This design comes from an exercise in tuning for a short achievable clock period and few clock cycles on the open sky130 flow, not from production work. RTL that was checked went through simulation tests only; none was proved equivalent to the original. The RTL of runs 4 and 5 was laid out without a check of its function. Power figures rest on the tool's default switching activity, not on a simulated workload.

<file path="flow/design.v">
package cpu_pkg;
    parameter int WORD_W    = 16;
    parameter int BYTE_W    = 8;
    parameter int PADDR_W   = 20;
    parameter int REG_IDX_W = 3;
endpackage
`timescale 1ns/100ps
module core_top (
    input  logic        clk,
    input  logic        rst,
    output logic [19:0] rom_addr,
    input  logic [7:0]  rom_data,
    output logic        mem_en,
    output logic        mem_we,
    output logic [19:0] mem_addr,
    output logic [15:0] mem_wdata,
    input  logic [15:0] mem_rdata,
    output logic        halted
);
    localparam logic [1:0] R_OP    = 2'd0;
    localparam logic [1:0] R_MODRM = 2'd1;
    localparam logic [1:0] R_D0    = 2'd2;
    localparam logic [1:0] R_D1    = 2'd3;
    localparam logic [15:0] K_DATA = 16'h1000;
    localparam logic [15:0] K_PUSH = 16'h1FFE;   
    localparam logic [15:0] K_POP  = 16'h2000;
    logic [15:0] pc;
    logic [7:0]  b;          
    logic [1:0]  role;       
    logic        disc;       
    logic        need2;      
    logic        fe_done;    
    logic [7:0]  op_r;
    logic [7:0]  m_r;
    logic [7:0]  lo_r;
    logic        hlt_seen;
    logic        inst_mem;   
    logic        p_mr, p_d1, p_d2, p_push, p_pop, p_hlt;
    logic        p_mod11, p_nd1, p_nd2;
    logic        o_imm, o_a;
    logic [15:0] rom_pc;     
    logic        u_valid;
    logic        u_load, u_store, u_push, u_pop, u_imm;
    logic [2:0]  u_dst;
    logic [15:0] u_k;
    logic        u_bx, u_bp, u_si, u_di, u_sp, u_stack;
    logic [7:0]  u_selw;     
    logic [7:0]  u_selb;     
    logic [7:0]  u_wlo;      
    logic [7:0]  u_whi;      
    logic [7:0]  u_rmask;    
    logic [7:0]  u_wmask;    
    logic [15:0] regs [8];
    logic [7:0]  ld1_m, ld2_m, ld3_m;    
    logic        m_mem, m_we, m_stack;
    logic [15:0] m_s, m_c, m_wdata;
    logic        stall;
    logic        go;
    assign rom_addr = {4'h0, rom_pc};
    logic        n_valid, n_load, n_store, n_push, n_pop, n_imm;
    logic [2:0]  n_dst;
    logic [15:0] n_k;
    logic        n_bx, n_bp, n_si, n_di, n_sp, n_stack;
    logic [7:0]  n_selw, n_selb, n_wlo, n_whi;
    logic [7:0]  n_rmask, n_wmask;
    logic [1:0]  role_n;
    logic        disc_n;
    logic        need2_n;
    logic        skip;
    logic        d_hlt;
    function automatic logic [7:0] onehot(input logic [2:0] i);
        onehot = 8'd1 << i;
    endfunction
    function automatic logic [1:0] disp_n(input logic [7:0] m);
        case (m[7:6])
            2'b00:   disp_n = (m[2:0] == 3'b110) ? 2'd2 : 2'd0;
            2'b01:   disp_n = 2'd1;
            2'b10:   disp_n = 2'd2;
            default: disp_n = 2'd0;
        endcase
    endfunction
    function automatic logic [3:0] bases(input logic [7:0] m);
        case (m[2:0])
            3'd0:    bases = 4'b1010;
            3'd1:    bases = 4'b1001;
            3'd2:    bases = 4'b0110;
            3'd3:    bases = 4'b0101;
            3'd4:    bases = 4'b0010;
            3'd5:    bases = 4'b0001;
            3'd6:    bases = (m[7:6] == 2'b00) ? 4'b0000 : 4'b0100;
            default: bases = 4'b1000;
        endcase
    endfunction
    function automatic logic [7:0] base_mask(input logic [3:0] bs);
        base_mask = {bs[0], bs[1], bs[2], 1'b0, bs[3], 3'b000};
    endfunction
    task automatic mem_uop(input logic [7:0] op, input logic [7:0] m);
        n_valid = 1'b1;
        n_load  = op[1];
        n_store = !op[1];
        n_dst   = m[5:3];
        n_selw  = op[1] ? 8'h00 : onehot(m[5:3]);
        {n_bx, n_bp, n_si, n_di} = bases(m);
        n_rmask = base_mask(bases(m)) | n_selw;
    endtask
    task automatic byte_write(input logic [2:0] d);
        n_wlo   = d[2] ? 8'h00 : onehot({1'b0, d[1:0]});
        n_whi   = d[2] ? onehot({1'b0, d[1:0]}) : 8'h00;
        n_wmask = onehot({1'b0, d[1:0]});
    endtask
    always_comb begin
        n_valid = 1'b0;
        n_load  = 1'b0;
        n_store = 1'b0;
        n_push  = 1'b0;
        n_pop   = 1'b0;
        n_imm   = 1'b0;
        n_dst   = 3'd0;
        n_k     = K_DATA;
        n_bx    = 1'b0;
        n_bp    = 1'b0;
        n_si    = 1'b0;
        n_di    = 1'b0;
        n_sp    = 1'b0;
        n_stack = 1'b0;
        n_selw  = 8'h00;
        n_selb  = 8'h00;
        n_wlo   = 8'h00;
        n_whi   = 8'h00;
        n_rmask = 8'h00;
        n_wmask = 8'h00;
        role_n  = R_OP;
        disc_n  = 1'b0;
        need2_n = need2;
        skip    = 1'b0;
        d_hlt   = 1'b0;
        case (role)
            R_OP: begin
                if (p_mr) begin
                    role_n = R_MODRM;
                end else if (p_d1 | p_d2) begin
                    role_n  = R_D0;
                    need2_n = p_d2;
                end
                if (p_push) begin
                    n_valid = 1'b1;
                    n_push  = 1'b1;
                    n_selw  = onehot(b[2:0]);
                    n_sp    = 1'b1;
                    n_stack = 1'b1;
                    n_k     = K_PUSH;
                    n_rmask = onehot(b[2:0]) | 8'h10;
                    n_wmask = 8'h10;
                end
                if (p_pop) begin
                    n_valid = 1'b1;
                    n_pop   = 1'b1;
                    n_dst   = b[2:0];
                    n_sp    = 1'b1;
                    n_stack = 1'b1;
                    n_k     = K_POP;
                    n_rmask = 8'h10;
                    n_wmask = 8'h10;
                end
                d_hlt = p_hlt;
            end
            R_MODRM: begin
                if (p_mod11) begin
                    n_valid = 1'b1;
                    if (op_r[0]) begin
                        n_selw  = onehot(op_r[1] ? b[2:0] : b[5:3]);
                        n_wlo   = onehot(op_r[1] ? b[5:3] : b[2:0]);
                        n_whi   = n_wlo;
                        n_wmask = n_wlo;
                        n_rmask = n_selw;
                    end else begin
                        n_selb  = onehot(op_r[1] ? b[2:0] : b[5:3]);
                        byte_write(op_r[1] ? b[5:3] : b[2:0]);
                        n_rmask = onehot({1'b0, op_r[1] ? b[1:0] : b[4:3]});
                    end
                end else if (!op_r[0]) begin
                    if (p_nd1) begin
                        role_n  = R_D0;
                        disc_n  = 1'b1;
                        need2_n = 1'b0;
                    end
                    if (p_nd2) begin
                        role_n = R_D1;
                        disc_n = 1'b1;
                        skip   = 1'b1;
                    end
                end else if (!p_nd1 && !p_nd2) begin
                    mem_uop(op_r, b);
                end else begin
                    role_n  = R_D0;
                    need2_n = p_nd2;
                end
            end
            R_D0: begin
                if (need2) begin
                    role_n = R_D1;
                end else if (disc) begin
                end else if (o_imm) begin
                    n_valid = 1'b1;
                    n_imm   = 1'b1;
                    n_k     = {b, b};
                    byte_write(op_r[2:0]);
                end else begin
                    mem_uop(op_r, m_r);
                    n_k = {b[7] ? 8'h0F : 8'h10, b};
                end
            end
            default: begin
                if (disc) begin
                end else if (o_imm) begin
                    n_valid = 1'b1;
                    n_imm   = 1'b1;
                    n_k     = {b, lo_r};
                    n_wlo   = onehot(op_r[2:0]);
                    n_whi   = n_wlo;
                    n_wmask = n_wlo;
                end else if (o_a) begin
                    n_valid = 1'b1;
                    n_load  = !op_r[1];
                    n_store = op_r[1];
                    n_selw  = op_r[1] ? 8'h01 : 8'h00;
                    n_rmask = n_selw;
                    n_k     = {b + 8'h10, lo_r};
                end else begin
                    mem_uop(op_r, m_r);
                    n_k = {b + 8'h10, lo_r};
                end
            end
        endcase
        if (fe_done) begin
            n_valid = 1'b0;
        end
        if (!n_valid) begin
            n_wlo = 8'h00;
            n_whi = 8'h00;
        end
    end
    logic        u_mem;
    logic        d_mem;
    assign u_mem = u_load | u_store | u_push | u_pop;
    assign d_mem = (role == R_OP)    ? (p_push | p_pop) :
                   (role == R_MODRM) ? (op_r[0] & !p_mod11) : inst_mem;
    assign stall = u_valid & ((|((u_rmask | u_wmask) & (ld1_m | ld2_m))) |
                              (u_sp & ld3_m[4]));
    assign go    = u_valid & !stall;
    logic        fw_w, fw_bl, fw_bh;
    logic [7:0]  sw, sb;
    logic [15:0] wv;
    logic [7:0]  bv;
    logic [15:0] ewv;
    assign fw_w  = |(u_selw & ld3_m);
    assign fw_bl = |(u_selb[3:0] & ld3_m[3:0]);
    assign fw_bh = |(u_selb[7:4] & ld3_m[3:0]);
    assign sw    = u_selw & ~ld3_m;
    assign sb    = u_selb & ~{ld3_m[3:0], ld3_m[3:0]};
    always_comb begin
        wv = {16{fw_w}} & mem_rdata;
        bv = ({8{fw_bl}} & mem_rdata[7:0]) | ({8{fw_bh}} & mem_rdata[15:8]);
        for (int j = 0; j < 8; j++) begin
            wv = wv | ({16{sw[j]}} & regs[j]);
        end
        for (int j = 0; j < 4; j++) begin
            bv = bv | ({8{sb[j]}} & regs[j][7:0]) | ({8{sb[j + 4]}} & regs[j][15:8]);
        end
        ewv = wv | {bv, bv} | ({16{u_imm}} & u_k);
    end
    logic [15:0] sp;
    logic [15:0] sp_n;
    logic        sp_step;
    logic [15:0] a1r, a2r, a1, a2;
    logic        fw_a1, fw_a2;
    logic [15:0] t;
    logic        hlt_now;
    logic [15:0] pc_1, pc_2;
    logic [15:0] rom_pc_1, rom_pc_2;
    assign rom_pc_1 = {pc[15:1] + 15'(pc[0]), !pc[0]};
    assign rom_pc_2 = {pc[15:1] + 15'd1, pc[0]};
    logic        halted_n;
    assign halted_n = halted ||
                      ((hlt_now || hlt_seen) && !d_mem && !(u_valid && u_mem) && !m_mem);
    assign pc_1 = pc + 16'd1;
    assign pc_2 = pc + 16'd2;
    assign sp      = regs[4];
    assign sp_step = go & (u_push | u_pop);
    logic [15:0] sp_m2, sp_p2;
    assign sp_m2   = sp - 16'd2;
    assign sp_p2   = sp + 16'd2;
    assign sp_n    = ({16{u_push}} & sp_m2) | ({16{!u_push}} & sp_p2);
    assign a1r   = ({16{u_bx}} & regs[3]) | ({16{u_bp}} & regs[5]) | ({16{u_sp}} & regs[4]);
    assign a2r   = ({16{u_si}} & regs[6]) | ({16{u_di}} & regs[7]);
    assign fw_a1 = (u_bx & ld3_m[3]) | (u_bp & ld3_m[5]);
    assign fw_a2 = (u_si & ld3_m[6]) | (u_di & ld3_m[7]);
    assign a1    = fw_a1 ? mem_rdata : a1r;
    assign a2    = fw_a2 ? mem_rdata : a2r;
    assign t     = m_s + m_c;
    logic        b_last;
    assign b_last  = (role == R_OP    && !(p_mr | p_d1 | p_d2)) ||
                     (role == R_MODRM && !(p_nd1 | p_nd2)) ||
                     (role == R_D0    && !need2) ||
                     (role == R_D1);
    assign hlt_now = !fe_done && b_last && rom_data == 8'hF4;
    always_ff @(posedge clk or negedge rst) begin
        if (!rst) begin
            for (int i = 0; i < 8; i++) begin
                regs[i] <= (i == 4) ? 16'h0100 : 16'h0000;
            end
        end else begin
            for (int i = 0; i < 8; i++) begin
                if (i == 4 && sp_step) begin
                    regs[i] <= sp_n;
                end else begin
                    if (u_wlo[i]) begin
                        regs[i][7:0] <= ewv[7:0];
                    end else if (ld3_m[i]) begin
                        regs[i][7:0] <= mem_rdata[7:0];
                    end
                    if (u_whi[i]) begin
                        regs[i][15:8] <= ewv[15:8];
                    end else if (ld3_m[i]) begin
                        regs[i][15:8] <= mem_rdata[15:8];
                    end
                end
            end
        end
    end
    always_ff @(posedge clk or negedge rst) begin
        if (!rst) begin
            pc       <= 16'h0000;
            rom_pc   <= 16'h0000;
            role     <= R_D1;
            disc     <= 1'b1;
            fe_done  <= 1'b0;
            hlt_seen <= 1'b0;
            u_valid  <= 1'b0;
            u_wlo    <= 8'h00;
            u_whi    <= 8'h00;
            ld1_m    <= 8'h00;
            ld2_m    <= 8'h00;
            ld3_m    <= 8'h00;
            m_mem    <= 1'b0;
            mem_en   <= 1'b0;
            halted   <= 1'b0;
        end else begin
            if (!stall) begin
                pc      <= skip ? pc_2 : pc_1;
                role    <= role_n;
                disc    <= disc_n;
                u_valid <= n_valid;
                u_wlo   <= n_wlo;
                u_whi   <= n_whi;
                if (d_hlt) begin
                    fe_done <= 1'b1;
                end
            end
            if (hlt_now) begin
                hlt_seen <= 1'b1;
            end
            rom_pc <= stall ? pc : (skip ? rom_pc_2 : rom_pc_1);
            ld1_m  <= (go && (u_load || u_pop)) ? onehot(u_dst) : 8'h00;
            ld2_m  <= ld1_m;
            ld3_m  <= ld2_m;
            m_mem  <= go && u_mem;
            mem_en <= m_mem;
            halted   <= halted_n;
        end
    end
    always_ff @(posedge clk) begin
        if (!stall) begin
            b       <= rom_data;
            p_mr    <= rom_data[7:2] == 6'b100010;
            p_d1    <= rom_data[7:3] == 5'b10110;
            p_d2    <= rom_data[7:3] == 5'b10111 || rom_data == 8'hA1 || rom_data == 8'hA3;
            p_push  <= rom_data[7:3] == 5'b01010;
            p_pop   <= rom_data[7:3] == 5'b01011;
            p_hlt   <= rom_data == 8'hF4;
            p_mod11 <= rom_data[7:6] == 2'b11;
            p_nd1   <= disp_n(rom_data) == 2'd1;
            p_nd2   <= disp_n(rom_data) == 2'd2;
            if (role == R_OP) begin
                o_imm <= p_d1 | b[7:3] == 5'b10111;
                o_a   <= b[7:4] == 4'hA;
            end
            if (role == R_OP) begin
                inst_mem <= p_d2 & b[7:4] == 4'hA;
            end else if (role == R_MODRM) begin
                inst_mem <= op_r[0] & !p_mod11;
            end
            need2 <= need2_n;
            if (role == R_OP) begin
                op_r <= b;
            end
            if (role == R_MODRM) begin
                m_r <= b;
            end
            if (role == R_D0) begin
                lo_r <= b;
            end
            u_load  <= n_load;
            u_store <= n_store;
            u_push  <= n_push;
            u_pop   <= n_pop;
            u_imm   <= n_imm;
            u_dst   <= n_dst;
            u_k     <= n_k;
            u_bx    <= n_bx;
            u_bp    <= n_bp;
            u_si    <= n_si;
            u_di    <= n_di;
            u_sp    <= n_sp;
            u_stack <= n_stack;
            u_selw  <= n_selw;
            u_selb  <= n_selb;
            u_rmask <= n_rmask;
            u_wmask <= n_wmask;
        end
        m_we      <= u_store | u_push;
        m_stack   <= u_stack;
        m_s       <= a1 ^ a2 ^ u_k;
        m_c       <= {(a1[14:0] & a2[14:0]) | (a1[14:0] & u_k[14:0]) | (a2[14:0] & u_k[14:0]), 1'b0};
        m_wdata   <= ewv;
        mem_we    <= m_we;
        mem_addr  <= {3'b000, m_stack ? (t[15:13] == 3'b000) : (t[15:12] == 4'h0), t};
        mem_wdata <= m_wdata;
    end
endmodule
</file>
<file path="flow/flow/run.sh">
#!/bin/bash
# The standard layout, with timing repair aimed at a setup slack of 6.0 ns.
set -euo pipefail
bash standard.sh SETUP_SLACK_MARGIN=6.0 finish > make_finish.log 2>&1
</file>
<file path="flow/standard.sh">
#!/bin/bash
# synth_recipe.tcl (not shown) runs the flow's synth.tcl, then flattens the netlist and writes it again
# the make line also repeats each setting of config.mk as NAME=value (left out here)
make -C /OpenROAD-flow-scripts/flow DESIGN_CONFIG=/design/flow/config.mk WORK_HOME=/design/flow/orfs CLKGATE_MAP_FILE= SYNTH_SCRIPT=/design/flow/synth_recipe.tcl "${@:-finish}"
</file>
<file path="flow/config.mk">
export PLATFORM = sky130hd
export DESIGN_NAME = core_top
export DESIGN_NICKNAME = core_top
export VERILOG_FILES = /design/flow/design.v
export SDC_FILE = /design/flow/constraint.sdc
export NUM_CORES = 4
export LEC_CHECK = 0
export ABC_CLOCK_PERIOD_IN_PS = 2500
export CAP_MARGIN = 20
export CORE_MARGIN = 2
export CORE_UTILIZATION = 50
export SLEW_MARGIN = 20
</file>
<file path="flow/constraint.sdc">
create_clock -name core_clock -period 8.0 [get_ports {clk}]
set_input_delay 1.6000 -clock core_clock [delete_from_list [all_inputs] [get_ports {clk}]]
set_output_delay 1.6000 -clock core_clock [all_outputs]
set_load 0.01 [all_outputs]
</file>
==> results of run 1 <==
cells in the final DEF, fill, tap and decap left out, types with 22 or more instances in the layout:
cell type / synthesis / layout
a21oi_1: 172 / 38
nor2_4: 0 / 28
o21ai_1: 7 / 24
nor2b_1: 122 / 106
a21oi_4: 1 / 39
edfxtp_1: 101 / 101
a222oi_1: 29 / 29
nor2_1: 113 / 72
o21ai_0: 60 / 36
a21oi_2: 8 / 105
inv_1: 48 / 32
buf_4: 16 / 180
buf_12: 0 / 61
nand3b_1: 31 / 31
buf_6: 2 / 87
clkbuf_16: 0 / 47
nor3_1: 30 / 22
a22oi_1: 103 / 98
buf_2: 27 / 35
nand3_1: 41 / 30
dfrtp_1: 201 / 191
dfxtp_1: 83 / 68
mux2i_1: 28 / 22
a211oi_1: 104 / 102
nand2_1: 134 / 109
registers in the layout (all words and copies together) (netlist names), 15 cells and up:
register	count
m_c	15
m_s	16
m_wdata	16
mem_addr	17
mem_wdata	16
pc	16
regs	128
rom_pc	16
u_k	16
per-layer routing:
metal | global-route usage | vias up | wire [um] | part of all wire
met2 | 0.591 | 1324 | 36000 | 0.43
met5 | 0 | - | 75 | 0.00089
li1 | - | 7779 | - | -
met3 | 0.129 | 440 | 9790 | 0.12
met4 | 0.320 | 6 | 7680 | 0.091
met1 | 0.496 | 9019 | 30400 | 0.36
path summary, 6_finish.rpt:
kind / startpoint / endpoint / cells past startpoint
setup / recovery: rom_pc[0] / rom_addr[0] / 1
hold / removal: m_we / mem_we / 0
setup reg to reg: ld3_m[3] / regs[4][4] / 10
hold reg to reg: m_we / mem_we / 0
max in group asynchronous: rst / ld3_m[2] / 2
min in group asynchronous: rst / regs[7][5] / 1
stage by stage:
step | std cells | total power, uW | util
global route | 2776 | 5960 | 0.724
global placement | 2398 | 3300 | 0.545
CTS | 2703 | 5580 | 0.684
detailed placement | 2398 | 3310 | 0.545
finish | 2776 | 5770 | 0.724
floorplan | 1937 | 2920 | -
where the power goes:
group          internal [uW]  total, uW  switching (uW)
clock network           1200       2030             837
logic                    577       1280             708
registers               2260       2450             192
total                   4040       5770            1740
logic make-up (layout without fill, tap and decap cells):
| kind of cell | after synthesis | count (layout) | synth area share |
|---|---|---|---|
| fa+ha+maj | 38 | 38 | 0.0305 |
| simple gates | 575 | 575 | 0.157 |
| mux | 30 | 30 | 0.0155 |
| flops | 389 | 389 | 0.503 |
| compound gates | 638 | 640 | 0.228 |
| other cells | 1 | 7 | 0.000192 |
| buf+inv | 221 | 540 | 0.0481 |
| xor+xnor | 39 | 39 | 0.0175 |
timing repair:
item,in CTS,in global routing
cloned,23,5
pin swaps,104,87
setup buffers,204,68
endpoints found under the setup margin,557,396
resized for setup,770,228
final cells by class:
class | instances | area, um^2
clock buffer | 57 | 1210
clock inverter | 21 | 234
fill | 2756 | 10600
inverter | 49 | 214
multi-input combinational | 1329 | 10900
sequential | 389 | 9870
tap | 518 | 648
timing repair buffer | 410 | 4770
timing repair inverter | 3 | 43.8
==> results by group, run 1 <==
Clocking
  • Latest clock arrival within the worst-skew pair: ~0.58 ns
  • Longest Clk Path Bufs: 3
  • Clock sinks: between 300 and 400
  • Num CTS Buffers: 43
  • CTS Hold Bufs: 0
  • CTS tree: yes
  • Clock root buffer: clkbuf_16
  • Clk slew on worst S/H paths: 0.06 ns
  • CTS H-Tree Depth: 2

Synthesis
  • Avg Cell Area, Syn: 10.1 um^2
  • Mapped cell area: between 0.015 and 0.02 mm^2
  • Commonest cells post-synth: 201 x dfrtp_1, 172 x a21oi_1, 134 x nand2_1
  • Most frequent cell after synthesis: dfrtp_1
  • Post-synth ARST share: 0.527
  • YS warnings: 2
  • Leading area contributor after synthesis: dfrtp_1
  • EDFF count, synth: around 100
  • Seq/Total Area, Yosys: 0.503
  • Flops & latches, synth: 389
  • Top cells by area, synth: dfrtp_1 26%, edfxtp_1 16%, dfxtp_1 8.5%, a21oi_1 4.4%, a211oi_1 4.0%
  • Post-synthesis cell count: 1,931
  • Predominant post-synthesis flop cell: dfrtp_1
  • Top cell type's share of synthesized area: 0.258
  • Yosys cell types: 90

GRT
  • Pin count of the biggest net entering global routing: a little over 90
  • Total Routing Usage GR: 0.405
  • Initial antenna violation count: 4
  • Vias in the first global route: 17,900
  • First-pass GRT wire length: 120,000 um
  • Grt ovf: 0

Die
  • Num ports: 85
  • Chip Height: 202 um
  • Die X-Extent: roughly 200 um
  • Floorplan row count: around 70
  • Initial core utilization: 0.506
  • Core Area: 0.0386 mm^2
  • Die area: ~0.04 mm^2

STA
  • Hold Fails Final Rpt: 0
  • Max Clk Rate: approximately 0.37 GHz
  • Worst-margin pin slew: ~1.4 ns
  • Final Max Tran Viols: 0
  • TNS Setup: 0 ns
  • Min Tclk post-route: around 2.7 ns
  • RSZ-0062 raised after global routing: yes
  • WHS: around 0.32 ns
  • Worst setup margin: 5.29 ns
  • Tcrit/Tclk final: 0.339
  • Final Setup Violations: 0
  • Fin Clk Skew: roughly 0.014 ns
  • Max_slew headroom: 0.0846

Cells and area
  • Nets: approximately 2,300
  • Share of cells above drive strength 1: 0.402
  • Finished Cell Area: roughly 0.028 mm^2
  • Antenna Cells: 0
  • Area growth syn-to-layout: 43.0%

Routing
  • Iteration-0 DRC Markers: roughly 2,700
  • Routed Antenna Nets: 0
  • Wire per inst: approximately 30 um
  • Vias: 18,600
  • DRC: 0
  • Pre-antenna DRT Iters: 10
  • Via density: between 6 and 7
  • WL final: 84,000 um

Setup path
  • Critical path class: flip-flop to primary output
  • Reg2Reg Setup Slack: between 5 and 6 ns
  • Worst Path Arrival: approximately 1.1 ns
  • Crit path largest cell delay: approximately 0.39 ns
  • Worst-path cell chain: buf_2
  • Req. time, crit path: ~6.4 ns
  • CP endpoint kind: primary output
  • CP Max Fanout: 1
  • Crit path launch type: flip-flop
  • Slowest cell on the critical path: dfrtp_1
  • Worst path top cell family by delay: flip-flops
  • CP bufs+invs: 1

Placement
  • Port Buf Inserts: 77
  • DP Area: between 0.02 and 0.025 mm^2
  • Hpwl dp: between 40,000 and 50,000 um
  • Routability cong.: around 0.95
  • Pre-CTS WS: roughly 4 ns

Power
  • Pwr dens: 207 mW/mm^2
  • Maximum VDD drop: between 0.2 and 0.3 mV
  • Static Leakage: around 0.012 uW

Hold path
  • Hold Crit Class: flip-flop to flip-flop

Run status
  • Status: complete, no violations

Run
  • MaxCap Viol Count: 0
Testbench counts, summed over its fixed seeds: cycles 31,983.
==> run 2, diff against run 1 <==
--- a/flow/design.v
+++ b/flow/design.v
@@ -44,6 +44,7 @@
     logic [2:0]  u_dst;
     logic [15:0] u_k;
     logic        u_bx, u_bp, u_si, u_di, u_sp, u_stack;
+    logic        u_easy;     
     logic [7:0]  u_selw;     
     logic [7:0]  u_selb;     
     logic [7:0]  u_wlo;      
@@ -61,6 +62,7 @@
     logic [2:0]  n_dst;
     logic [15:0] n_k;
     logic        n_bx, n_bp, n_si, n_di, n_sp, n_stack;
+    logic        n_easy;
     logic [7:0]  n_selw, n_selb, n_wlo, n_whi;
     logic [7:0]  n_rmask, n_wmask;
     logic [1:0]  role_n;
@@ -101,6 +103,7 @@
         n_dst   = m[5:3];
         n_selw  = op[1] ? 8'h00 : onehot(m[5:3]);
         {n_bx, n_bp, n_si, n_di} = bases(m);
+        n_easy  = bases(m) == 4'b0000;
         n_rmask = base_mask(bases(m)) | n_selw;
     endtask
     task automatic byte_write(input logic [2:0] d);
@@ -123,6 +126,7 @@
         n_di    = 1'b0;
         n_sp    = 1'b0;
         n_stack = 1'b0;
+        n_easy  = 1'b0;
         n_selw  = 8'h00;
         n_selb  = 8'h00;
         n_wlo   = 8'h00;
@@ -148,6 +152,7 @@
                     n_selw  = onehot(b[2:0]);
                     n_sp    = 1'b1;
                     n_stack = 1'b1;
+                    n_easy  = 1'b1;
                     n_k     = K_PUSH;
                     n_rmask = onehot(b[2:0]) | 8'h10;
                     n_wmask = 8'h10;
@@ -158,6 +163,7 @@
                     n_dst   = b[2:0];
                     n_sp    = 1'b1;
                     n_stack = 1'b1;
+                    n_easy  = 1'b1;
                     n_k     = K_POP;
                     n_rmask = 8'h10;
                     n_wmask = 8'h10;
@@ -225,6 +231,7 @@
                     n_store = op_r[1];
                     n_selw  = op_r[1] ? 8'h01 : 8'h00;
                     n_rmask = n_selw;
+                    n_easy  = 1'b1;
                     n_k     = {b + 8'h10, lo_r};
                 end else begin
                     mem_uop(op_r, m_r);
@@ -244,7 +251,7 @@
     logic        d_mem;
     assign u_mem = u_load | u_store | u_push | u_pop;
     assign d_mem = (role == R_OP)    ? (p_push | p_pop) :
-                   (role == R_MODRM) ? (op_r[0] & !p_mod11) : inst_mem;
+                   (role == R_MODRM) ? (op_r[0] & !p_mod11) : (inst_mem & !disc);
     assign stall = u_valid & ((|((u_rmask | u_wmask) & (ld1_m | ld2_m))) |
                               (u_sp & ld3_m[4]));
     assign go    = u_valid & !stall;
@@ -291,6 +298,11 @@
     assign sp_m2   = sp - 16'd2;
     assign sp_p2   = sp + 16'd2;
     assign sp_n    = ({16{u_push}} & sp_m2) | ({16{!u_push}} & sp_p2);
+    logic        byp;
+    logic [16:0] ea17;       
+    assign byp  = go & (u_load | u_pop) & u_easy & !m_mem;
+    assign ea17 = u_stack ? {sp[15:13] == 3'b111, sp[15:13] + 3'd1, sp[12:0]}
+                          : {u_k[15:12] == 4'h0, u_k};
     assign a1r   = ({16{u_bx}} & regs[3]) | ({16{u_bp}} & regs[5]) | ({16{u_sp}} & regs[4]);
     assign a2r   = ({16{u_si}} & regs[6]) | ({16{u_di}} & regs[7]);
     assign fw_a1 = (u_bx & ld3_m[3]) | (u_bp & ld3_m[5]);
@@ -361,11 +373,11 @@
                 hlt_seen <= 1'b1;
             end
             rom_pc <= stall ? pc : (skip ? rom_pc_2 : rom_pc_1);
-            ld1_m  <= (go && (u_load || u_pop)) ? onehot(u_dst) : 8'h00;
-            ld2_m  <= ld1_m;
+            ld1_m  <= (go && !byp && (u_load || u_pop)) ? onehot(u_dst) : 8'h00;
+            ld2_m  <= ld1_m | ((byp && (u_load || u_pop)) ? onehot(u_dst) : 8'h00);
             ld3_m  <= ld2_m;
-            m_mem  <= go && u_mem;
-            mem_en <= m_mem;
+            m_mem  <= go && u_mem && !byp;
+            mem_en <= m_mem || byp;
             halted   <= halted_n;
         end
     end
@@ -413,6 +425,7 @@
             u_di    <= n_di;
             u_sp    <= n_sp;
             u_stack <= n_stack;
+            u_easy  <= n_easy;
             u_selw  <= n_selw;
             u_selb  <= n_selb;
             u_rmask <= n_rmask;
@@ -423,8 +436,9 @@
         m_s       <= a1 ^ a2 ^ u_k;
         m_c       <= {(a1[14:0] & a2[14:0]) | (a1[14:0] & u_k[14:0]) | (a2[14:0] & u_k[14:0]), 1'b0};
         m_wdata   <= ewv;
-        mem_we    <= m_we;
-        mem_addr  <= {3'b000, m_stack ? (t[15:13] == 3'b000) : (t[15:12] == 4'h0), t};
+        mem_we    <= m_we & !byp;
+        mem_addr  <= byp ? {3'b000, ea17}
+                         : {3'b000, m_stack ? (t[15:13] == 3'b000) : (t[15:12] == 4'h0), t};
         mem_wdata <= m_wdata;
     end
 endmodule
==> run 2 against run 1 <==
Against the previous run:
- cell count is 5.0% higher
- register-to-register slack worse by 0.08 ns
- worst hold slack got worse by 0.0026 ns
- highest routed layer unchanged
- largest power group unchanged
- clock skew increased by 0.015 ns
- still clean
==> results by group, run 2 <==
Synthesis
  • EDFF count, synth: 102
  • Commonest cells post-synth: 201 x dfrtp_1, 189 x a21oi_1, 141 x clkbuf_1
  • Largest family of logic cells by synthesized area: compound AO/OA/AOI/OAI gates
  • Most frequent cell after synthesis: dfrtp_1
  • Top cell type's share of synthesized area: 0.250
  • Post-synth ARST share: 0.526
  • Proportion of synthesized area in mux cells: 0.0173
  • YS warnings: 2
  • Complex-gate fraction of the synthesized area: 0.236
  • Avg Cell Area, Syn: between 9 and 10 um^2
  • Yosys cell types: 88
  • Mapped cell area: roughly 0.02 mm^2
  • Flops & latches, synth: 390
  • Top cells by area, synth: dfrtp_1 25%, edfxtp_1 15%, dfxtp_1 8.3%, a21oi_1 4.7%, a211oi_1 4.4%
  • Synth Area in Adders: 0.0321
  • Predominant post-synthesis flop cell: dfrtp_1
  • Post-Synth Simple-Gate Area: 0.161
  • Leading area contributor after synthesis: dfrtp_1
  • Seq/Total Area, Yosys: 0.490
  • Post-synthesis cell count: ~2,000
  • XOR/XNOR Fraction of Synth Area: 0.0182

Clocking
  • Latest clock arrival within the worst-skew pair: roughly 0.60 ns
  • Clock sinks: 390
  • Num CTS Buffers: 44
  • CTS tree: yes
  • Clk slew on worst S/H paths: ~0.06 ns
  • Longest Clk Path Bufs: 3
  • Clock root buffer: clkbuf_16
  • CTS H-Tree Depth: 2

GRT
  • Total Routing Usage GR: 0.429
  • Pin count of the biggest net entering global routing: 102
  • First-pass GRT wire length: between 100,000 and 150,000 um
  • Vias in the first global route: between 15,000 and 20,000
  • Initial antenna violation count: 3
  • Grt ovf: 0

STA
  • Hold Fails Final Rpt: 0
  • Final Setup Violations: 0
  • Fin Clk Skew: 0.0290 ns
  • Worst-margin pin slew: 1.36 ns
  • Max_slew headroom: 0.0904
  • Min Tclk post-route: 2.71 ns
  • TNS Setup: 0 ns
  • Max Clk Rate: between 0.3 and 0.4 GHz
  • Tcrit/Tclk final: 0.339
  • RSZ-0062 raised after global routing: yes
  • Final Max Tran Viols: 0

Cells and area
  • Post-Route Utilization: 0.748
  • Area of the multi-input gates: about 0.012 mm^2
  • Biggest regs: regs x128, mem_addr x17
  • Most common cell after layout, fill and taps aside: buf_4
  • Nets: about 2,400
  • Share of cells above drive strength 1: 0.428
  • Reg area: 0.00990 mm^2
  • Area growth syn-to-layout: 47.8%
  • Fillers: around 2,600
  • Max reg flops: between 100 and 150
  • Most frequent cells in the layout: 191 x buf_4, 187 x dfrtp_1, 124 x a21oi_2
  • Register with the highest flop count: regs

Routing
  • Wire per inst: about 32 um
  • Vias: 20,400
  • Iteration-0 DRC Markers: between 3,000 and 4,000
  • Routed Antenna Nets: 0
  • Pre-antenna DRT Iters: 9
  • Via density: about 7.0
  • WL final: 93,900 um
  • DRC: 0

Hold path
  • Hold path startpoint: m_wdata[12]
  • Hold Path Sink: mem_wdata[12]
  • WHS Path Cells: 0
  • Hold Crit Class: flip-flop to flip-flop

Run
  • MaxCap Viol Count: 0

Setup path
  • CP bufs+invs: 1
  • Worst Path Arrival: about 1.1 ns
  • CP Max Fanout: 1
  • Critical path class: flip-flop to primary output
  • Worst path top cell family by delay: flip-flops
  • Crit path largest cell delay: roughly 0.38 ns
  • Crit path launch type: flip-flop
  • Req. time, crit path: 6.40 ns
  • R2r startpoint: u_wmask[0]
  • RR Endpoint: regs[4][7]
  • Reg2Reg Setup Slack: 5.48 ns
  • Worst-path cell chain: buf_2
  • CP endpoint kind: primary output
  • Slowest cell on the critical path: dfrtp_1
  • R2R cell count: 11

Die
  • Initial core utilization: 0.506
  • Chip Height: ~200 um
  • Num ports: 85
  • Core Area: just under 0.04 mm^2
  • Floorplan row count: 73
  • Die area: 0.0418 mm^2
  • Die X-Extent: ~200 um

Power
  • Switching power: ~1400 uW
  • Comb pwr share: 0.146
  • Switching share of total power: 0.273
  • Sequential cell fraction of total power: 0.444
  • Maximum VDD drop: approximately 0.24 mV
  • Power share of the clock group: 0.410
  • Static Leakage: between 0.01 and 0.015 uW
  • Pwr dens: between 150 and 200 mW/mm^2
  • Internal power: 3690 uW

Run status
  • Status: complete, no violations

Placement
  • Port Buf Inserts: just under 80
  • Hpwl dp: ~48,000 um
  • Routability cong.: 0.971
[run 2: cell count changes in the layout (fill, tap and decap cells not counted), moves of 9 or more]
cell      delta
a21oi_2     +19
a22o_1      -10
a22oi_1     -21
buf_16      +11
buf_4       +11
nand2_1     -19
nor2_4      +13
nor2b_1     +15
o21ai_2     +12
o21bai_1     +9
o22ai_1     +13
[run 2: how the worst max path moves through the flow]
stage,from,end,slack [ns],cells past startpoint
finish,rom_pc[6],rom_addr[6],5.29,1
CTS,rom_pc[2],rom_addr[2],5.27,1
global placement,mem_rdata[2],regs[4][10],3.98,6
floorplan,mem_rdata[15],regs[4][7],5.24,7
global route,rom_pc[2],rom_addr[2],5.26,1
detailed placement,mem_rdata[2],regs[4][10],3.99,6
[run 2: layout make-up]
cell class                      count  area share
Clock inverter                     13     0.00366
Multi-Input combinational cell   1431       0.410
Sequential cell                   390       0.333
Antenna cell                        1   0.0000842
Tap cell                          525      0.0221
Inverter                           43     0.00711
Timing Repair Buffer              443       0.178
Clock buffer                       69      0.0463
[run 2: logic make-up (layout without fill, tap and decap cells)]
group	after synthesis	count (layout)
AND/OR/NAND/NOR	609	612
AO/OA/AOI/OAI	692	695
adder cells (fa/ha/maj)	42	42
XOR/XNOR	41	41
multiplexers	34	34
buffers and inverters	227	568
flip-flops	390	390
other	1	8
[run 2: layer usage]
| metal | up-vias | part of all wire | track usage |
|---|---|---|---|
| met4 | 2 | 0.096 | 0.315 |
| met1 | 9787 | 0.35 | 0.532 |
| met2 | 1734 | 0.43 | 0.643 |
| met3 | 596 | 0.13 | 0.119 |
| met5 | - | 0.00016 | 0 |
| li1 | 8237 | - | - |
[run 2: worst reg2reg max path, stage by stage, from the launching register on]
cell	delay, ns
edfxtp_1	0.44
o22ai_2	0.19
nand4_1	0.22
buf_4	0.23
buf_6	0.11
nor4_4	0.23
buf_4	0.18
o21ai_4	0.06
buf_8	0.15
nand2_8	0.13
a21boi_0	0.10
or3_1	0.35
[run 2: power by group through the flow]
stage	logic [uW]	clock network, uW	registers [uW]
final	740	2080	2250
after CTS	641	2080	2240
after global placement	471	0	2280
after global routing	781	2170	2260
after detailed placement	475	0	2280
after floorplan	293	0	2250
[run 2: per-stage QoR]
step	area, um^2	total power (uW)	cells	worst slack [ns]	hold slack (ns)
2_1_floorplan	20900	2540	2042	5.24	0.310
3_3_place_gp	21600	2750	2503	3.98	0.310
3_5_place_dp	21600	2760	2503	3.99	0.314
4_1_cts	27700	4960	2831	5.27	0.327
5_1_grt	29700	5210	2914	5.26	0.331
6_report	29700	5070	2915	5.29	0.321
[run 2: what timing repair did]
action,4_1_cts,5_1_grt
endpoints found under the setup margin,585,538
gates cloned,34,6
setup buffers,212,77
gates resized for setup,883,304
hold buffers,0,0
pin swaps,113,120
Testbench counts of run 2, summed over its fixed seeds: cycles 31,863.
==> run 3, diff against run 2 <==
==> flow/flow/run.sh (replaced) <==
#!/bin/bash
# The standard layout, with timing repair aimed at a setup slack of 5.5 ns.
set -euo pipefail
bash standard.sh SETUP_SLACK_MARGIN=5.5 finish > make_finish.log 2>&1
--- a/flow/config.mk
+++ b/flow/config.mk
@@ -8,5 +8,5 @@
 export ABC_CLOCK_PERIOD_IN_PS = 2500
 export CAP_MARGIN = 20
 export CORE_MARGIN = 2
-export CORE_UTILIZATION = 50
+export CORE_UTILIZATION = 60
 export SLEW_MARGIN = 20
==> run 3 against run 2 <==
Against the previous run:
- worst hold slack better by 0.0041 ns
- setup slack hardly changed
- clock power about the same
- final area down 19%
- via count fell by 11%
- synthesized area stayed put
- sequential share of layout area grew 7.8 points
- non-clock buffer count fell by 225
- clock-buffer cell count unchanged
- critical path depth stayed put
- cell count is 11% lower
- power shrank 5.1%
==> results by group, run 3 <==
Routing
  • Routed length on met1: roughly 26,000 um
  • Wire per inst: 28.6 um
  • DRC: 0
  • Pre-antenna DRT Iters: 9
  • WL final: 74,500 um
  • DR top layer: met5
  • Vias: approximately 18,000
  • Wire length on met3: roughly 8700 um
  • Routed Antenna Nets: 0
  • Routed length on met2: around 33,000 um
  • Via density: around 7.0
  • Iteration-0 DRC Markers: between 2,000 and 3,000

Synthesis
  • Seq/Total Area, Yosys: 0.490
  • EDFF count, synth: around 100
  • XOR/XNOR Fraction of Synth Area: 0.0182
  • Top cells by area, synth: dfrtp_1 25%, edfxtp_1 15%, dfxtp_1 8.3%, a21oi_1 4.7%, a211oi_1 4.4%
  • Avg Cell Area, Syn: a little under 10 um^2
  • Predominant post-synthesis flop cell: dfrtp_1
  • Post-Synth Simple-Gate Area: 0.161
  • Leading area contributor after synthesis: dfrtp_1
  • Mapped cell area: 0.0201 mm^2
  • Commonest cells post-synth: 201 x dfrtp_1, 189 x a21oi_1, 141 x clkbuf_1
  • Yosys cell types: 88
  • Proportion of synthesized area in mux cells: 0.0173
  • Post-synthesis cell count: between 2,000 and 2,500
  • YS warnings: 2
  • Top cell type's share of synthesized area: 0.250
  • Largest family of logic cells by synthesized area: compound AO/OA/AOI/OAI gates
  • Flops & latches, synth: slightly below 400
  • Post-synth ARST share: 0.526
  • Complex-gate fraction of the synthesized area: 0.236
  • Most frequent cell after synthesis: dfrtp_1
  • Synth Area in Adders: 0.0321

STA
  • Max Clk Rate: 0.369 GHz
  • RSZ-0062 raised after global routing: yes
  • Min Tclk post-route: about 2.7 ns
  • Tcrit/Tclk final: 0.339
  • Final Max Tran Viols: 0
  • Worst-margin pin slew: ~1.1 ns
  • Final Setup Violations: 0
  • TNS Setup: 0 ns
  • Max_slew headroom: 0.294
  • Fin Clk Skew: about 0.018 ns
  • Hold Fails Final Rpt: 0

Placement
  • Port Buf Inserts: 77
  • Hpwl dp: roughly 45,000 um
  • Routability cong.: ~0.98

GRT
  • Grt ovf: 0
  • First-pass GRT wire length: about 110,000 um
  • Vias in the first global route: 17,500
  • Initial antenna violation count: 4
  • Pin count of the biggest net entering global routing: between 100 and 150
  • Total Routing Usage GR: 0.418

Power
  • Power share of the clock group: 0.433
  • Maximum VDD drop: roughly 0.19 mV
  • Internal power: about 3600 uW
  • Static Leakage: 0.0103 uW
  • Comb pwr share: 0.101
  • Switching power: 1240 uW
  • Switching share of total power: 0.258
  • Pwr dens: approximately 200 mW/mm^2
  • Sequential cell fraction of total power: 0.466

Cells and area
  • Post-Route Utilization: 0.723
  • Register with the highest flop count: regs
  • Area growth syn-to-layout: 19.6%
  • Share of cells above drive strength 1: 0.211
  • Most common cell after layout, fill and taps aside: dfrtp_1
  • Biggest regs: regs x128, mem_addr x17
  • Most frequent cells in the layout: 199 x dfrtp_1, 146 x a21oi_1, 129 x nor2b_1
  • Max reg flops: roughly 130
  • Nets: 2,190

Clocking
  • Latest clock arrival within the worst-skew pair: between 0.5 and 0.6 ns
  • CTS H-Tree Depth: 2
  • Clock sinks: around 400
  • Clk slew on worst S/H paths: 0.06 ns
  • CTS tree: yes
  • Num CTS Buffers: 42
  • Clock root buffer: clkbuf_16
  • Longest Clk Path Bufs: 3

Die
  • Floorplan row count: 67
  • Chip Height: around 190 um
  • Num ports: 85
  • Die X-Extent: 187 um
  • Initial core utilization: 0.604
  • Die area: approximately 0.035 mm^2
  • Core Area: roughly 0.033 mm^2

Setup path
  • Slowest cell on the critical path: dfrtp_1
  • Crit path launch type: flip-flop
  • Critical path class: flip-flop to primary output
  • R2R cell count: 9
  • Worst-path cell chain: buf_2
  • Crit path largest cell delay: approximately 0.38 ns
  • CP bufs+invs: 1
  • Worst Path Arrival: 1.11 ns
  • Critical path origin: halted
  • Critical path depth in cells: 1
  • R2r startpoint: u_wmask[7]
  • CP Max Fanout: 2
  • Req. time, crit path: about 6.4 ns
  • RR Endpoint: pc[15]
  • Reg2Reg Setup Slack: around 5.5 ns
  • Worst path top cell family by delay: flip-flops
  • CP endpoint kind: primary output
  • Setup crit end: halted

Run
  • MaxCap Viol Count: 0

Hold path
  • Hold Crit Class: flip-flop to flip-flop
  • Hold path startpoint: m_wdata[15]

Run status
  • Status: complete, no violations
run 3: changes by cell type in the layout (fill, tap and decap cells not counted), moves of 32 or more:
cell and change:
a21oi_1 +108, a21oi_2 -82, buf_4 -76, buf_6 -62, buf_12 -55, o21ai_0 +43
nor2_4 -40, nor2_1 +32
run 3: final cells by class:
| type | count | area (um^2) |
|---|---|---|
| Timing Repair inverter | 2 | 27.5 |
| Inverter | 43 | 188 |
| Sequential cell | 390 | 9880 |
| Clock buffer | 69 | 1400 |
| Multi-Input combinational cell | 1425 | 10000 |
| Timing Repair Buffer | 218 | 1880 |
| Antenna cell | 1 | 2.50 |
| Clock inverter | 9 | 111 |
| Fill cell | 2465 | 9230 |
| Tap cell | 448 | 561 |
run 3: cell families after synthesis:
family / count (synthesis)
AOI/OAI and AO/OA: 692
xor gates and xnor gates: 41
buffers and inverters: 227
adders and majority gates: 42
other: 1
and+or+nand+nor: 609
DFF: 390
muxes: 34
run 3: power by group through the flow:
stage / registers, uW / clock network, uW / logic (uW)
final: 2240 / 2080 / 485
after global routing: 2250 / 2170 / 528
after CTS: 2240 / 2090 / 448
after detailed placement: 2280 / 0 / 450
after global placement: 2280 / 0 / 441
after floorplan: 2250 / 0 / 273
run 3: worst min-delay path by stage:
stage	depth (start not counted)	slack, ns	to
finish	0	0.33	mem_wdata[15]
global route	0	0.33	mem_wdata[6]
CTS	0	0.33	mem_wdata[6]
detailed placement	0	0.31	mem_wdata[6]
global placement	0	0.31	mem_wdata[5]
floorplan	0	0.31	mem_wdata[0]
run 3: repair_timing:
item	in CTS	in global routing
gates resized for setup	359	98
hold endpoints to repair	0	0
pin swaps	24	22
buffers inserted	58	38
gates cloned	1	6
setup endpoints to repair	450	242
hold buffers	0	0
run 3: per-layer routing:
layer  global-route usage  up-vias
met5                    0        -
met4                0.326        2
met3                0.115      407
met2                0.633     1328
met1                0.507     8717
li1                     -     7741
run 3: stage by stage:
step                      cell area [um^2]  setup slack (ns)  cells  hold slack [ns]  total power [uW]
after detailed placement             21300              4.01   2423            0.314              2740
after floorplan                      20400              5.24   2042            0.310              2520
after global placement               21300              4.10   2423            0.310              2720
after CTS                            23300              5.28   2560            0.327              4780
final                                24100              5.29   2605            0.325              4810
after global routing                 24100              5.28   2605            0.329              4950
==> run 4, diff against run 3 <==
--- a/flow/design.v
+++ b/flow/design.v
@@ -299,9 +299,11 @@
     assign sp_p2   = sp + 16'd2;
     assign sp_n    = ({16{u_push}} & sp_m2) | ({16{!u_push}} & sp_p2);
     logic        byp;
+    logic [15:0] so;         
     logic [16:0] ea17;       
-    assign byp  = go & (u_load | u_pop) & u_easy & !m_mem;
-    assign ea17 = u_stack ? {sp[15:13] == 3'b111, sp[15:13] + 3'd1, sp[12:0]}
+    assign byp  = go & u_mem & u_easy & !m_mem;
+    assign so   = u_push ? sp_m2 : sp;
+    assign ea17 = u_stack ? {so[15:13] == 3'b111, so[15:13] + 3'd1, so[12:0]}
                           : {u_k[15:12] == 4'h0, u_k};
     assign a1r   = ({16{u_bx}} & regs[3]) | ({16{u_bp}} & regs[5]) | ({16{u_sp}} & regs[4]);
     assign a2r   = ({16{u_si}} & regs[6]) | ({16{u_di}} & regs[7]);
@@ -436,9 +438,14 @@
         m_s       <= a1 ^ a2 ^ u_k;
         m_c       <= {(a1[14:0] & a2[14:0]) | (a1[14:0] & u_k[14:0]) | (a2[14:0] & u_k[14:0]), 1'b0};
         m_wdata   <= ewv;
-        mem_we    <= m_we & !byp;
-        mem_addr  <= byp ? {3'b000, ea17}
-                         : {3'b000, m_stack ? (t[15:13] == 3'b000) : (t[15:12] == 4'h0), t};
-        mem_wdata <= m_wdata;
+        if (byp) begin
+            mem_we    <= u_store | u_push;
+            mem_addr  <= {3'b000, ea17};
+            mem_wdata <= ewv;
+        end else begin
+            mem_we    <= m_we;
+            mem_addr  <= {3'b000, m_stack ? (t[15:13] == 3'b000) : (t[15:12] == 4'h0), t};
+            mem_wdata <= m_wdata;
+        end
     end
 endmodule
==> run 4 against run 3 <==
Against the previous run:
- still clean on timing, DRC and antenna
- worst hold slack better by 0.047 ns
- synthesized cell count up 1.9%
- clock-buffer cell count down 12
- sequential cell count unchanged
- non-clock buffer count up 20
- final area up 2.7%
- sequential share of layout area down 0.90 points
- power down 0.42%
- global-route usage up 1.5 points
- wire length up 6.0%
- critical endpoint is now mem_wdata[2]
- largest power group unchanged
- highest routed layer unchanged
==> results by group, run 4 <==
Cells and area
  • Biggest regs: regs x128, mem_addr x17
  • Antenna Cells: 0
  • Most common cell after layout, fill and taps aside: dfrtp_1
  • Register with the highest flop count: regs
  • Nets: roughly 2,200
  • Most frequent cells in the layout: 190 x dfrtp_1, 146 x a21oi_1, 144 x nand2_1
  • Finished Cell Area: 0.0247 mm^2
  • Share of cells above drive strength 1: 0.231
  • Max reg flops: approximately 130
  • Non-Filler Instances: between 2,000 and 3,000
  • Area growth syn-to-layout: 20.9%

Hold path
  • WHS Path Cells: 0
  • Hold Path Sink: ld3_m[2]
  • Hold Crit Class: flip-flop to flip-flop
  • Hold path startpoint: ld2_m[2]

STA
  • Max_slew headroom: 0.233
  • RSZ-0062 raised after global routing: yes
  • TNS Setup: 0 ns
  • WHS: approximately 0.37 ns
  • Final Max Tran Viols: 0
  • Worst-margin pin slew: around 1.2 ns
  • Tcrit/Tclk final: 0.348
  • Hold Fails Final Rpt: 0
  • Min Tclk post-route: about 2.8 ns
  • Max Clk Rate: 0.360 GHz
  • Fin Clk Skew: around 0.029 ns
  • Final Setup Violations: 0

Placement
  • Routability cong.: ~1
  • DP Area: ~0.022 mm^2
  • Placed cells: between 2,000 and 2,500
  • Hpwl dp: between 40,000 and 50,000 um
  • Port Buf Inserts: 77

Setup path
  • R2r startpoint: regs[4][1]
  • Crit path largest cell delay: between 0.4 and 0.5 ns
  • Worst path top cell family by delay: flip-flops
  • CP bufs+invs: 1
  • Worst Path Arrival: between 1 and 1.5 ns
  • Worst-path cell chain: buf_6
  • Reg2Reg Setup Slack: ~5.3 ns
  • Crit path launch type: flip-flop
  • RR Endpoint: mem_addr[15]
  • R2R cell count: 10
  • Slowest cell on the critical path: dfxtp_4
  • Critical path class: flip-flop to primary output
  • CP endpoint kind: primary output
  • Req. time, crit path: about 6.4 ns
  • CP Max Fanout: 1

Clocking
  • Clk slew on worst S/H paths: around 0.060 ns
  • CTS tree: yes
  • Clock sinks: 390
  • CTS H-Tree Depth: 2
  • Latest clock arrival within the worst-skew pair: ~0.6 ns
  • Longest Clk Path Bufs: 3
  • Clock root buffer: clkbuf_16
  • Num CTS Buffers: 43

Synthesis
  • Leading area contributor after synthesis: dfrtp_1
  • EDFF count, synth: 102
  • Yosys cell types: 99
  • Post-synthesis cell count: 2,075
  • Avg Cell Area, Syn: roughly 10 um^2
  • Seq/Total Area, Yosys: 0.483
  • Commonest cells post-synth: 201 x dfrtp_1, 184 x a21oi_1, 149 x nand2_1
  • Flops & latches, synth: a little under 400
  • Top cells by area, synth: dfrtp_1 25%, edfxtp_1 15%, dfxtp_1 8.1%, a21oi_1 4.5%, a211oi_1 4.2%
  • Post-synth ARST share: 0.526
  • Top cell type's share of synthesized area: 0.246
  • YS warnings: 2
  • Predominant post-synthesis flop cell: dfrtp_1
  • Most frequent cell after synthesis: dfrtp_1
  • Mapped cell area: between 0.02 and 0.025 mm^2

Routing
  • Via density: roughly 7.1
  • Routed Antenna Nets: 0
  • Iteration-0 DRC Markers: between 3,000 and 4,000
  • Vias: ~19,000
  • Wire per inst: 29.7 um
  • Pre-antenna DRT Iters: 12
  • WL final: between 70,000 and 80,000 um
  • DRC: 0

GRT
  • Met3 Use GR: 0.124
  • Met1 Use GR: 0.556
  • Met2 Track Usage GR: 0.626
  • First-pass GRT wire length: between 100,000 and 150,000 um
  • Total Routing Usage GR: 0.433
  • Grt ovf: 0
  • Pin count of the biggest net entering global routing: 76
  • Vias in the first global route: around 17,000
  • Initial antenna violation count: 2
  • Most Crowded Layer GR: met2

Die
  • Num ports: 85
  • Die area: ~0.036 mm^2
  • Die X-Extent: 189 um
  • Floorplan row count: between 60 and 70
  • Chip Height: about 190 um
  • Core Area: 0.0335 mm^2
  • Initial core utilization: 0.609

Power
  • Maximum VDD drop: 0.238 mV
  • Static Leakage: between 0.01 and 0.015 uW
  • Sequential cell fraction of total power: 0.467
  • Comb pwr share: 0.106
  • Design Power: 4790 uW
  • Switching power: 1270 uW
  • Pwr dens: around 190 mW/mm^2
  • Power share of the clock group: 0.427
  • Switching share of total power: 0.266
  • Internal power: 3520 uW

Run
  • MaxCap Viol Count: 0

Run status
  • Status: complete, no violations
==> run 4: cell count changes in the layout (fill, tap and decap cells not counted), moves of 11 or more <==
| cell | before | now |
|---|---|---|
| nand2_1 | 120 | 144 |
| o21ai_1 | 7 | 29 |
| buf_4 | 115 | 136 |
| a22o_1 | 5 | 20 |
| buf_2 | 51 | 36 |
| nand3b_1 | 39 | 25 |
| o21ai_0 | 75 | 62 |
| dfxtp_1 | 74 | 63 |
| nand3_1 | 46 | 35 |
| nor2b_1 | 129 | 118 |
==> run 4: worst max path at each step <==
| stage | from | to | cells past startpoint |
|---|---|---|---|
| finish | mem_wdata[2] | mem_wdata[2] | 1 |
| global route | mem_wdata[0] | mem_wdata[0] | 1 |
| CTS | mem_wdata[0] | mem_wdata[0] | 1 |
| detailed placement | mem_rdata[15] | regs[4][7] | 7 |
| global placement | mem_rdata[15] | regs[4][7] | 7 |
| floorplan | mem_rdata[13] | regs[4][13] | 8 |
==> run 4: cell type report <==
cell class	count	area [um^2]
clock buffer	57	1190
timing repair buffer	238	2160
clock inverter	23	254
inverter	46	196
tap	448	561
multi-input combinational	1458	10400
fill	2427	8830
sequential	390	9930
==> run 4: logic make-up (layout without fill, tap and decap cells) <==
kind of cell	count (synthesis)	in the layout	synth area share
XOR/XNOR	53	53	0.0227
adder cells (fa/ha/maj)	42	42	0.0316
flip-flops	390	390	0.483
multiplexers	28	28	0.0139
AO/OA/AOI/OAI	732	735	0.249
AND/OR/NAND/NOR	593	593	0.152
buffers and inverters	236	364	0.0471
other	1	7	0.000184
==> run 4: metrics by stage <==
step,utilization,worst slack (ns)
after floorplan,-,5.06
after global routing,0.737,5.21
after global placement,0.641,4.09
final,0.737,5.22
after CTS,0.707,5.23
after detailed placement,0.641,4.02
==> run 4: metal layers <==
metal	part of all wire	routed length, um
met1	0.36	28200
met2	0.41	32700
met3	0.13	10300
met4	0.099	7820
met5	0.00010	8
==> run 4: power by group through the flow <==
stage / Sequential (uW) / Combinational (uW) / Clock (uW)
floorplan: 2240 / 280 / 0
global placement: 2280 / 445 / 0
detailed placement: 2280 / 455 / 0
CTS: 2240 / 455 / 2050
global route: 2240 / 547 / 2130
finish: 2240 / 508 / 2050
==> run 4: what timing repair did <==
action                     in CTS  in global routing
cloned                          4                  4
pin swaps                      30                 32
gates resized for setup       410                102
hold buffers                    0                  0
buffers inserted               60                 65
setup endpoints to repair     512                302
==> run 5, diff against run 4 <==
--- a/flow/design.v
+++ b/flow/design.v
@@ -68,7 +68,6 @@
     logic [1:0]  role_n;
     logic        disc_n;
     logic        need2_n;
-    logic        skip;
     logic        d_hlt;
     function automatic logic [7:0] onehot(input logic [2:0] i);
         onehot = 8'd1 << i;
@@ -136,7 +135,6 @@
         role_n  = R_OP;
         disc_n  = 1'b0;
         need2_n = need2;
-        skip    = 1'b0;
         d_hlt   = 1'b0;
         case (role)
             R_OP: begin
@@ -185,16 +183,6 @@
                         n_rmask = onehot({1'b0, op_r[1] ? b[1:0] : b[4:3]});
                     end
                 end else if (!op_r[0]) begin
-                    if (p_nd1) begin
-                        role_n  = R_D0;
-                        disc_n  = 1'b1;
-                        need2_n = 1'b0;
-                    end
-                    if (p_nd2) begin
-                        role_n = R_D1;
-                        disc_n = 1'b1;
-                        skip   = 1'b1;
-                    end
                 end else if (!p_nd1 && !p_nd2) begin
                     mem_uop(op_r, b);
                 end else begin
@@ -284,9 +272,18 @@
     logic [15:0] t;
     logic        hlt_now;
     logic [15:0] pc_1, pc_2;
-    logic [15:0] rom_pc_1, rom_pc_2;
+    logic [15:0] rom_pc_1, rom_pc_2, rom_pc_3, pc_3;
     assign rom_pc_1 = {pc[15:1] + 15'(pc[0]), !pc[0]};
     assign rom_pc_2 = {pc[15:1] + 15'd1, pc[0]};
+    assign rom_pc_3 = {pc[15:1] + 15'd1 + 15'(pc[0]), !pc[0]};
+    assign pc_3     = pc + 16'd3;
+    logic        f_bform;
+    logic [1:0]  f_nd;
+    logic        skip1, skip2;
+    assign f_bform = (role == R_OP) && p_mr && !b[0] && !fe_done;
+    assign f_nd    = disp_n(rom_data);
+    assign skip1   = f_bform && f_nd == 2'd1;
+    assign skip2   = f_bform && f_nd == 2'd2;
     logic        halted_n;
     assign halted_n = halted ||
                       ((hlt_now || hlt_seen) && !d_mem && !(u_valid && u_mem) && !m_mem);
@@ -299,11 +296,9 @@
     assign sp_p2   = sp + 16'd2;
     assign sp_n    = ({16{u_push}} & sp_m2) | ({16{!u_push}} & sp_p2);
     logic        byp;
-    logic [15:0] so;         
     logic [16:0] ea17;       
-    assign byp  = go & u_mem & u_easy & !m_mem;
-    assign so   = u_push ? sp_m2 : sp;
-    assign ea17 = u_stack ? {so[15:13] == 3'b111, so[15:13] + 3'd1, so[12:0]}
+    assign byp  = go & (u_load | u_pop) & u_easy & !m_mem;
+    assign ea17 = u_stack ? {sp[15:13] == 3'b111, sp[15:13] + 3'd1, sp[12:0]}
                           : {u_k[15:12] == 4'h0, u_k};
     assign a1r   = ({16{u_bx}} & regs[3]) | ({16{u_bp}} & regs[5]) | ({16{u_sp}} & regs[4]);
     assign a2r   = ({16{u_si}} & regs[6]) | ({16{u_di}} & regs[7]);
@@ -314,7 +309,7 @@
     assign t     = m_s + m_c;
     logic        b_last;
     assign b_last  = (role == R_OP    && !(p_mr | p_d1 | p_d2)) ||
-                     (role == R_MODRM && !(p_nd1 | p_nd2)) ||
+                     (role == R_MODRM && (!op_r[0] || !(p_nd1 | p_nd2))) ||
                      (role == R_D0    && !need2) ||
                      (role == R_D1);
     assign hlt_now = !fe_done && b_last && rom_data == 8'hF4;
@@ -361,7 +356,7 @@
             halted   <= 1'b0;
         end else begin
             if (!stall) begin
-                pc      <= skip ? pc_2 : pc_1;
+                pc      <= skip2 ? pc_3 : (skip1 ? pc_2 : pc_1);
                 role    <= role_n;
                 disc    <= disc_n;
                 u_valid <= n_valid;
@@ -374,7 +369,7 @@
             if (hlt_now) begin
                 hlt_seen <= 1'b1;
             end
-            rom_pc <= stall ? pc : (skip ? rom_pc_2 : rom_pc_1);
+            rom_pc <= stall ? pc : (skip2 ? rom_pc_3 : (skip1 ? rom_pc_2 : rom_pc_1));
             ld1_m  <= (go && !byp && (u_load || u_pop)) ? onehot(u_dst) : 8'h00;
             ld2_m  <= ld1_m | ((byp && (u_load || u_pop)) ? onehot(u_dst) : 8'h00);
             ld3_m  <= ld2_m;
@@ -438,14 +433,9 @@
         m_s       <= a1 ^ a2 ^ u_k;
         m_c       <= {(a1[14:0] & a2[14:0]) | (a1[14:0] & u_k[14:0]) | (a2[14:0] & u_k[14:0]), 1'b0};
         m_wdata   <= ewv;
-        if (byp) begin
-            mem_we    <= u_store | u_push;
-            mem_addr  <= {3'b000, ea17};
-            mem_wdata <= ewv;
-        end else begin
-            mem_we    <= m_we;
-            mem_addr  <= {3'b000, m_stack ? (t[15:13] == 3'b000) : (t[15:12] == 4'h0), t};
-            mem_wdata <= m_wdata;
-        end
+        mem_we    <= m_we & !byp;
+        mem_addr  <= byp ? {3'b000, ea17}
+                         : {3'b000, m_stack ? (t[15:13] == 3'b000) : (t[15:12] == 4'h0), t};
+        mem_wdata <= m_wdata;
     end
 endmodule
==> run 5 against run 4 <==
Against the previous run:
- still clean
- utilization is 0.69 points lower
- synthesized cell count is 4.1% higher
- non-clock buffer count is 38 lower
- global-route usage is 1.2 points lower
- final area is 1.3% higher
- register-to-register slack worse by 0.26 ns
- synthesized area is 1.6% higher
- die area is 1.5% higher
- power is 2.4% higher
- largest cell class unchanged
==> results by group, run 5 <==
Synthesis
  • Predominant post-synthesis flop cell: dfrtp_1
  • Leading area contributor after synthesis: dfrtp_1
  • Avg Cell Area, Syn: a little under 10 um^2
  • EDFF count, synth: between 100 and 150
  • Flops & latches, synth: 390
  • Seq/Total Area, Yosys: 0.475
  • Commonest cells post-synth: 202 x a21oi_1, 201 x dfrtp_1, 166 x clkbuf_1
  • Yosys cell types: 95
  • Post-synth ARST share: 0.526
  • YS warnings: 2
  • Top cells by area, synth: dfrtp_1 24%, edfxtp_1 15%, dfxtp_1 8.0%, a21oi_1 4.9%, a22oi_1 4.2%
  • Post-synthesis cell count: 2,160
  • Most frequent cell after synthesis: a21oi_1
  • Top cell type's share of synthesized area: 0.242
  • Mapped cell area: 0.0207 mm^2

GRT
  • Vias in the first global route: between 15,000 and 20,000
  • Pin count of the biggest net entering global routing: between 100 and 150
  • Grt ovf: 0
  • First-pass GRT wire length: approximately 110,000 um
  • Initial antenna violation count: 4
  • Total Routing Usage GR: 0.421

Power
  • Power share of the clock group: 0.400
  • Design Power: 4910 uW
  • Internal power: 3500 uW
  • Comb pwr share: 0.136
  • Maximum VDD drop: approximately 0.26 mV
  • Static Leakage: approximately 0.010 uW
  • Pwr dens: slightly below 200 mW/mm^2
  • Sequential cell fraction of total power: 0.464
  • Switching share of total power: 0.287
  • Switching power: 1410 uW

STA
  • Worst-margin pin slew: between 1 and 1.5 ns
  • Tcrit/Tclk final: 0.376
  • Max_slew headroom: 0.276
  • Hold Fails Final Rpt: 0
  • Fin Clk Skew: about 0.023 ns
  • RSZ-0062 raised after global routing: yes
  • Min Tclk post-route: between 3 and 4 ns
  • Final Max Tran Viols: 0
  • TNS Setup: 0 ns
  • Final Setup Violations: 0
  • Max Clk Rate: roughly 0.33 GHz

Cells and area
  • Share of cells above drive strength 1: 0.255
  • Most common cell after layout, fill and taps aside: dfrtp_1
  • Area of the multi-input gates: around 0.011 mm^2
  • Nets: ~2,300
  • Max reg flops: 128
  • Area growth syn-to-layout: 20.6%
  • Most frequent cells in the layout: 187 x dfrtp_1, 145 x nand2_1, 118 x nor2b_1
  • Reg area: 0.00990 mm^2
  • Non-Filler Instances: around 2,700
  • Biggest regs: regs x128, mem_addr x17
  • Register with the highest flop count: regs
  • Fillers: approximately 2,400

Setup path
  • Crit path largest cell delay: 0.55 ns
  • Worst-path cell chain: buf_8 -> nand2b_4 -> or4_4 -> a21o_4 -> nor2_4 -> nor2_2 -> or4_1 -> xnor2_1
  • Req. time, crit path: around 8.5 ns
  • Crit path launch type: input port
  • CP Max Fanout: 4
  • Slowest cell on the critical path: or4_4
  • Worst Path Arrival: around 3.5 ns
  • Critical path class: input port to flip-flop
  • CP endpoint kind: flip-flop

Routing
  • Vias: 19,200
  • Routed Antenna Nets: 0
  • WL final: just under 80,000 um
  • Iteration-0 DRC Markers: 2,979
  • Pre-antenna DRT Iters: 19
  • DRC: 0
  • Wire per inst: roughly 28 um
  • Via density: ~7

Placement
  • Placed cells: 2,525
  • Port Buf Inserts: 77
  • Hpwl dp: between 40,000 and 50,000 um
  • Routability cong.: between 1 and 1.5

Die
  • Num ports: 85
  • Chip Height: between 150 and 200 um
  • Core Area: roughly 0.034 mm^2
  • Initial core utilization: 0.605
  • Floorplan row count: 68
  • Die X-Extent: roughly 190 um
  • Die area: 0.0361 mm^2

Clocking
  • Latest clock arrival within the worst-skew pair: roughly 0.6 ns
  • Num CTS Buffers: between 40 and 50
  • CTS tree: yes
  • CTS Hold Bufs: 0
  • Clock sinks: slightly below 400
  • Longest Clk Path Bufs: 3
  • Clock root buffer: clkbuf_16
  • CTS H-Tree Depth: 2
  • Clk slew on worst S/H paths: 0.06 ns

Hold path
  • Hold Crit Class: flip-flop to flip-flop

Run status
  • Status: complete, no violations

Run
  • MaxCap Viol Count: 0
## run 5: power groups by stage
stage                     logic (uW)  clock network (uW)  registers [uW]
after floorplan                  398                   0            2220
after global placement           519                   0            2310
after detailed placement         532                   0            2310
after CTS                        586                1970            2270
after global routing             705                2050            2280
final                            666                1960            2280
## run 5: critical path: cells and delay by family
family	cells	cell delay (ns)
AO/OA/AOI/OAI	1	0.26
XOR/XNOR	1	0.14
buffers and inverters	1	0.09
AND/OR/NAND/NOR	5	1.37
## run 5: per-layer routing
metal	vias to the layer above	wire length (um)	global-route usage
li1	8172	-	-
met1	9306	27700	0.528
met2	1343	34300	0.642
met3	413	8400	0.106
met4	2	6480	0.290
met5	-	13	0
## run 5: worst paths after layout
kind                       slack, ns            to  cells after the start   startpoint
max                             4.99        pc[12]                      8  rom_data[7]
max reg2reg                     5.05        pc[12]                      7      role[0]
max in group asynchronous       5.78         pc[6]                      2          rst
min in group asynchronous       1.10    regs[7][0]                      1          rst
min                             0.32  mem_wdata[5]                      0   m_wdata[5]
min reg2reg                     0.32  mem_wdata[5]                      0   m_wdata[5]
## run 5: through the flow
stage	setup slack [ns]	cell area, um^2	hold WS, ns	utilization
3_5_place_dp	3.81	22100	0.312	0.645
5_1_grt	4.96	25000	0.319	0.730
2_1_floorplan	4.81	21500	0.310	-
3_3_place_gp	3.85	22100	0.311	0.645
4_1_cts	5.08	24300	0.322	0.709
6_report	4.99	25000	0.321	0.730
## run 5: final cells by class
| class | count | area share |
|---|---|---|
| multi-input combinational | 1526 | 0.448 |
| sequential | 390 | 0.396 |
| timing repair buffer | 200 | 0.0690 |
| clock buffer | 60 | 0.0485 |
| tap | 455 | 0.0228 |
| inverter | 50 | 0.00890 |
| clock inverter | 22 | 0.00690 |
| antenna | 4 | 0.000400 |
## run 5: kinds of logic (layout without fill, tap and decap cells)
kind of cell / count (synthesis) / after routing / share of synthesized area
other cells: 1 / 11 / 0.000181
flops: 390 / 390 / 0.475
buf+inv: 254 / 332 / 0.0485
compound gates: 729 / 732 / 0.239
mux: 39 / 39 / 0.0191
fa+ha+maj: 46 / 46 / 0.0335
simple gates: 655 / 656 / 0.165
xor+xnor: 46 / 46 / 0.0194
## run 5: repair_timing
action	4_1_cts	5_1_grt
pin swaps	46	27
resized for setup	444	113
buffers inserted	55	35
setup endpoints to repair	408	356
gates cloned	5	1

-- what the ideal ports hide --
In the flow no input, the clock included, has a driving cell. The finished layouts below were timed again as built, in two steps.
Step 1, drivers: a clkbuf_16 drives clk and a buf_2 each remaining input, both assumed.
Step 2 also shifts input and output timing later by t, the mid clock arrival at the registers, as if the neighbouring blocks saw the same clock.
Three values: ideal, step 1, step 2; two values: the first two.
run | t, ns | slack for setup (ns) | worst setup path after step 2 | clock arrival spread, ns | worst slew at a driven data input, ns
run 1 | 0.632 | 5.286 / 5.224 / 4.936 | input to register | 0.014 / 0.014 | 0.13
run 2 | 0.641 | 5.292 / 5.230 / 4.821 | input to register | 0.030 / 0.031 | 0.13
run 3 | 0.635 | 5.292 / 5.240 / 4.883 | input to register | 0.018 / 0.019 | 0.09
run 4 | 0.650 | 5.220 / 5.166 / 4.806 | input to register | 0.032 / 0.032 | 0.12
run 5 | 0.645 | 4.993 / 5.016 / 4.370 | input to register | 0.024 / 0.023 | 0.08
After both steps every run listed still meets setup and hold. For run 5, which loses most, drivers alone change the setup slack by +0.023 ns; drivers and shift together by -0.623 ns.
